This is an optimization exercise on Yosys and OpenROAD, whose aim is small area and a short achievable clock period, not a production implementation.
The RTL was checked by simulation tests, not by an equivalence proof against the original design.
Power is estimated from default activity; no workload was simulated.

`design/flow/config.mk`:
```
export PLATFORM = sky130hd
export DESIGN_NAME = jram
export DESIGN_NICKNAME = jram
export VERILOG_FILES = /design/flow/design.v
export SDC_FILE = /design/flow/constraint.sdc
export NUM_CORES = 4
export LEC_CHECK = 0
export CAP_MARGIN = 20
export CORE_MARGIN = 2
export CORE_UTILIZATION = 40
export SLEW_MARGIN = 20
```
`design/flow/constraint.sdc`:
```
create_clock -name core_clock -period 5.5 [get_ports {wclk}]
set_input_delay 1.1000 -clock core_clock [delete_from_list [all_inputs] [get_ports {wclk}]]
set_output_delay 1.1000 -clock core_clock [all_outputs]
set_load 0.01 [all_outputs]
```
`design/flow/design.v`:
```
package jram_pkg;
  typedef enum logic {
    SEQ_IDLE,
    SEQ_CLEAR
  } seq_e;
  localparam int JRAM_WIDTH = 8;
  localparam int JRAM_ABITS = 8;
  function automatic int jram_depth(input int abits);
    jram_depth = 1 << abits;
  endfunction
endpackage
module jmar
#(
  parameter int ABITS = jram_pkg::JRAM_ABITS
) (
  input  logic             clk_i,
  input  logic             rst_ni,
  input  logic             hold_i,
  input  logic             ld_i,
  input  logic             inc_i,
  input  logic [ABITS-1:0] d_i,
  output logic [ABITS-1:0] mar_o
);
  logic [ABITS-1:0] mar_q;
  logic [ABITS-1:0] mar_d;
  always_comb begin
    mar_d = mar_q;
    if (!hold_i) begin
      if (ld_i) begin
        mar_d = d_i;
      end else if (inc_i) begin
        mar_d = mar_q + 1'b1;
      end
    end
  end
  always_ff @(posedge clk_i) begin
    if (!rst_ni) begin
      mar_q <= '0;
    end else begin
      mar_q <= mar_d;
    end
  end
  assign mar_o = mar_q;
endmodule
module jram
#(
  parameter int WIDTH = jram_pkg::JRAM_WIDTH,
  parameter int ABITS = jram_pkg::JRAM_ABITS
) (
  input  logic             wclk,
  input  logic             wrst_n,
  input  logic [WIDTH-1:0] bis,
  input  logic             wsa,
  input  logic             winc,
  input  logic             ws,
  input  logic             we,
  output logic [WIDTH-1:0] bos,
  output logic [ABITS-1:0] bmar,
  output logic             wbusy
);
  localparam int DEPTH = jram_pkg::jram_depth(ABITS);
  logic [WIDTH-1:0] mem_q [DEPTH];
  logic [ABITS-1:0] mar;
  logic             busy;
  logic             mem_we;
  jmar #(
    .ABITS(ABITS)
  ) u_jmar (
    .clk_i (wclk),
    .rst_ni(wrst_n),
    .hold_i(busy),
    .ld_i  (wsa),
    .inc_i (winc),
    .d_i   (bis[ABITS-1:0]),
    .mar_o (mar)
  );
  assign mem_we = ws & ~busy & wrst_n;
  jram_pkg::seq_e             state_q;
  jram_pkg::seq_e             state_d;
  logic [ABITS-1:0] cnt_q;
  logic [ABITS-1:0] cnt_d;
  logic             clr;
  always_ff @(posedge wclk) begin
    if (!wrst_n) begin
      state_q <= jram_pkg::SEQ_CLEAR;
      cnt_q   <= '0;
    end else begin
      state_q <= state_d;
      cnt_q   <= cnt_d;
    end
  end
  always_comb begin
    state_d = state_q;
    cnt_d   = cnt_q;
    case (state_q)
      jram_pkg::SEQ_CLEAR: begin
        cnt_d = cnt_q + 1'b1;
        if (&cnt_q) begin
          state_d = jram_pkg::SEQ_IDLE;
        end
      end
      default: ;
    endcase
  end
  assign busy = (state_q == jram_pkg::SEQ_CLEAR);
  assign clr  = busy & wrst_n;
  always_ff @(posedge wclk) begin
    if (clr) begin
      mem_q[cnt_q] <= '0;
    end else if (mem_we) begin
      mem_q[mar] <= bis;
    end
  end
  assign bos   = (we & ~busy) ? mem_q[mar] : '0;
  assign bmar  = mar;
  assign wbusy = busy;
endmodule
```
`design/flow/run.sh`:
```
#!/bin/bash
# synth_recipe.tcl (not shown) runs the flow's synth.tcl, then flattens the netlist and writes it again
# the make line also repeats each setting of config.mk as NAME=value (left out here)
make -C /OpenROAD-flow-scripts/flow DESIGN_CONFIG=/design/flow/config.mk WORK_HOME=/design/flow/orfs CLKGATE_MAP_FILE= SYNTH_SCRIPT=/design/flow/synth_recipe.tcl finish
```
==> results.toml <==
[yosys]
synth_edf_count = 2048
synth_top_family_by_area = "multiplexers"
synth-seq-cells = 2073
synth_simple_gate_area_share = 0.0414
yosysUniqueCellTypes = 72
synth_fa_ha_area_frac = 0.000307
netlist_area_sq_um = 81400
yosys.area_share.xor_xnor = 0.000646
ys_async_sr_fraction = 0
synth_area_per_cell_sq_um = 19.8
seq_area_frac_synth = 0.762
ys.flop_type = "edfxtp_1"
yosysWarnings = 2
synthCells = 4116
synth-compound-area-share = 0.0366
synth_fp_nets = 4132
muxShareOfSynthArea = 0.140

[timing]
max_freq_mhz = 184
final-setup-viol-count = 0
maxSlewViolCount = 0
finalCriticalPeriod_ns = 5.44
hold_viol_final = 0
relSlewSlack = 0.253
fin_worst_skew_ns = 0.0356
whs_ns = 0.608
tightest_slew_ns = 1.12
tns_ns = 0
period_share = 0.989
rsz0062_at_grt = "yes"
layout_setup_ws_ns = 0.0609

[place]
post_dp_cell_area_sq_um = 86900
dp_hpwl_microns = 142000
dpl.cell_count = 6919
place_ws_ns = -0.480
port_buffers = 30
gp_congestion = 0.886

[clock_tree]
clk_pin_slew_ns = 0.06
cts_tree = "built"
clock_latency_ns = 0.84
cts_max_path_buffers = 3
cts-root-buf = "clkbuf_16"
cts_buffers = 208
htreeDepth = 4
clock-sinks = 2073

[hold_path]
hp-start = "cnt_q[6]"
min_to = "cnt_q[6]"
min_path_cells = 2
timing.hold.worst.class = "reg -> reg"

[setup_path]
cp.arrival_ns = 4.34
cp_cell_sequence = "buf_12, nand2b_4, buf_6, o221ai_1, o22ai_1, a2111oi_2, nand4_1, o22ai_4, buf_4, clkdlybuf4s50_1"
crit_path_end_kind = "output pin"
r2r_cells = 6
r2r-end = "mem_q[245][1]"
worstPathMaxFanout = 24
path_buf_inv = 4
worstPathRequired_ns = 4.40
slowest_stage = "a2111oi_2"
cpPeakStageDelay_ns = 0.55
reg2reg_slack_ns = 1.54
crit_type = "reg -> out"
cp-start-kind = "flip-flop"
cp.depth = 10
cpLargestDelayFamily = "compound AO/OA/AOI/OAI gates"
r2r_start = "state_q"

[floorplanning]
die-area_sq_um = 207000
start_util = 0.402
coreArea_sq_um = 202000
pin_count = 31
row_count = 165
fp.dieH_microns = 455
die_x_microns = 455

[power_and_ir_drop]
p_leak_nw = 31.6
power_mw = 31.0
power_density_nw_per_um2 = 328
p_clk_frac = 0.444
ir_worst_vdd_v = 0.000335
p_sw_mw = 6.14
seqPwrFrac = 0.552
switching_share = 0.198
intPower_mw = 24.8
pwr-share-comb = 0.004

[detailed_routing]
routed_wl_microns = 225000
top_layer = "met5"
wl_per_cell_microns = 30.7
met3_wirelength_microns = 20600
wl_met1_microns = 92100
drtPass1Iterations = 6
dr_total_vias = 43400
vias_per_cell = 5.91
ant_nets = 0
drc_errors = 0
wl_met2_microns = 105000
drtIter0Drc = 5710

[cells_and_area]
area_delta_synth_final_pct = 16.1
finalNonFillerCells = 7341
finalInstanceArea_sq_um = 94500
fin_util = 0.467
layout.nets = 4503
drive_above_1_share = 0.254
fillers = 16800

[grt]
first_global_vias = 42500
grt_max_degree = 149
grt_use_total = 0.216
antenna_found_initial = 10
grt_pass1_wl_microns = 318000
overflow = 0

[run_status]
status = "no timing/DRC/antenna violations"

[job]
maxCapViolations = 0
-- what timing repair did --
item,CTS,global route
cloned,7,2
hold buffers,0,0
buffers inserted,21,0
resized for setup,85,36
pin swaps,6,7
endpoints found under the setup margin,8,5
-- routing by layer --
metal,GRT usage,vias to the layer above
met5,0,-
met4,0.0709,4
met3,0.0417,380
met2,0.334,2129
met1,0.309,23000
li1,-,17900
-- cell type report --
class | count | area [sq um] | area share
well taps | 2672 | 3340 | 0.0354
diodes | 7 | 17.5 | 0.000185
inverters | 3 | 15.0 | 0.000159
repair buffers | 423 | 4230 | 0.0447
clock inverters | 134 | 1170 | 0.0124
flip-flops and latches | 2073 | 62000 | 0.656
multi-input cells | 1778 | 18400 | 0.194
clock buffers | 251 | 5390 | 0.0570
-- worst min-delay path: cells and delay by family (launching register included) --
family             cells  cell delay [ns]
AOI/OAI and AO/OA      2             0.19
DFF                    1             0.37
-- how the worst max path moves through the flow --
stage                             end
after floorplan           mem_q[0][5]
after global placement         bos[6]
after detailed placement       bos[7]
after CTS                      bos[6]
after global routing           bos[6]
final                          bos[6]
-- Yosys cell counts (10+ instances only) --
library cell     n  share of area
nor3_1          61         0.0038
nor4_1          34         0.0026
mux4_2         391           0.11
nor2_1         304          0.014
nand3_1         50         0.0031
nand4_1         14         0.0011
o221ai_1        61         0.0066
nand2b_1        14         0.0011
a21oi_1         43         0.0026
buf_4           26         0.0024
mux4_1          11         0.0036
or3_1           19         0.0015
and3_1          14         0.0011
nor2b_1         16         0.0012
nand2_1        100         0.0046
buf_6           34         0.0047
o22ai_1         84         0.0065
buf_1           12        0.00055
o32ai_1         10         0.0011
a2111oi_0       15         0.0016
mux2_2          25         0.0035
clkbuf_1       127         0.0059
and2_1          24         0.0018
buf_2           53         0.0033
nand3b_1        12         0.0011
o21ai_0         83         0.0051
a211oi_1        23         0.0021
a22oi_1         30         0.0028
o31ai_1         14         0.0013
edfxtp_1      2048           0.76
mux2i_1        205          0.025
a221oi_1        11         0.0012
or4_1           17         0.0016
dfxtp_1         25         0.0061
-- sequential cells by signal, summed over array words and instances (netlist names), named ones only --
| register | count |
|---|---|
| state_q | 1 |
| u_jmar.mar_q | 8 |
| cnt_q | 8 |
| mem_q | 2048 |
-- power groups by stage --
stage               sequential [mW]  clock [mW]  combinational, mW
floorplan                      17.4           0             0.0496
global placement               17.4           0              0.124
detailed placement             17.4           0              0.125
CTS                            17.1        13.9              0.128
global route                   17.1        14.5              0.134
finish                         17.1        13.7              0.131
-- placed cells by master, fill, tap and decap left out, types with 56 or more instances in the layout --
cell / n
nand2_1: 97
clkinv_1: 62
clkbuf_16: 211
o22ai_1: 79
mux2i_1: 205
buf_4: 319
nor2_1: 302
nor3_1: 61
edfxtp_1: 2048
mux4_2: 392
o21ai_0: 77
o221ai_1: 56
-- kinds of logic after synthesis --
kind of cell             Yosys count
AO/OA/AOI/OAI                    431
XOR/XNOR                           6
adder cells (fa/ha/maj)            2
buffers and inverters            266
flip-flops                      2073
multiplexers                     632
AND/OR/NAND/NOR                  706

[what the ideal ports hide]
How much do the figures lean on ideal ports? The routed layout below was timed once more, with nothing changed but the port constraints.
Step 1 (the two cells are an assumption about what drives the block):
set clk [get_ports {wclk}]
set_driving_cell -lib_cell sky130_fd_sc_hd__clkbuf_16 $clk
set_driving_cell -lib_cell sky130_fd_sc_hd__buf_2 [delete_from_list [all_inputs] $clk]
Step 2 adds t to the input delays and takes it off the output delays; t is the mean of the earliest and latest rising clock arrival at the registers after step 1. Input paths then give back, and output paths get back, about the clock's delay inside the block.
Three values: ideal, step 1, step 2; two values: the first two.
t (ns): 0.912
setup WS [ns]: 0.061 / -0.025 / 0.045
worst hold slack (ns): 0.608 / 0.608 / 0.608
worst setup path after step 2: input to output
After both steps setup and hold are still met in this run. For this run, drivers alone change the setup slack by -0.086 ns; drivers and shift together by -0.016 ns.
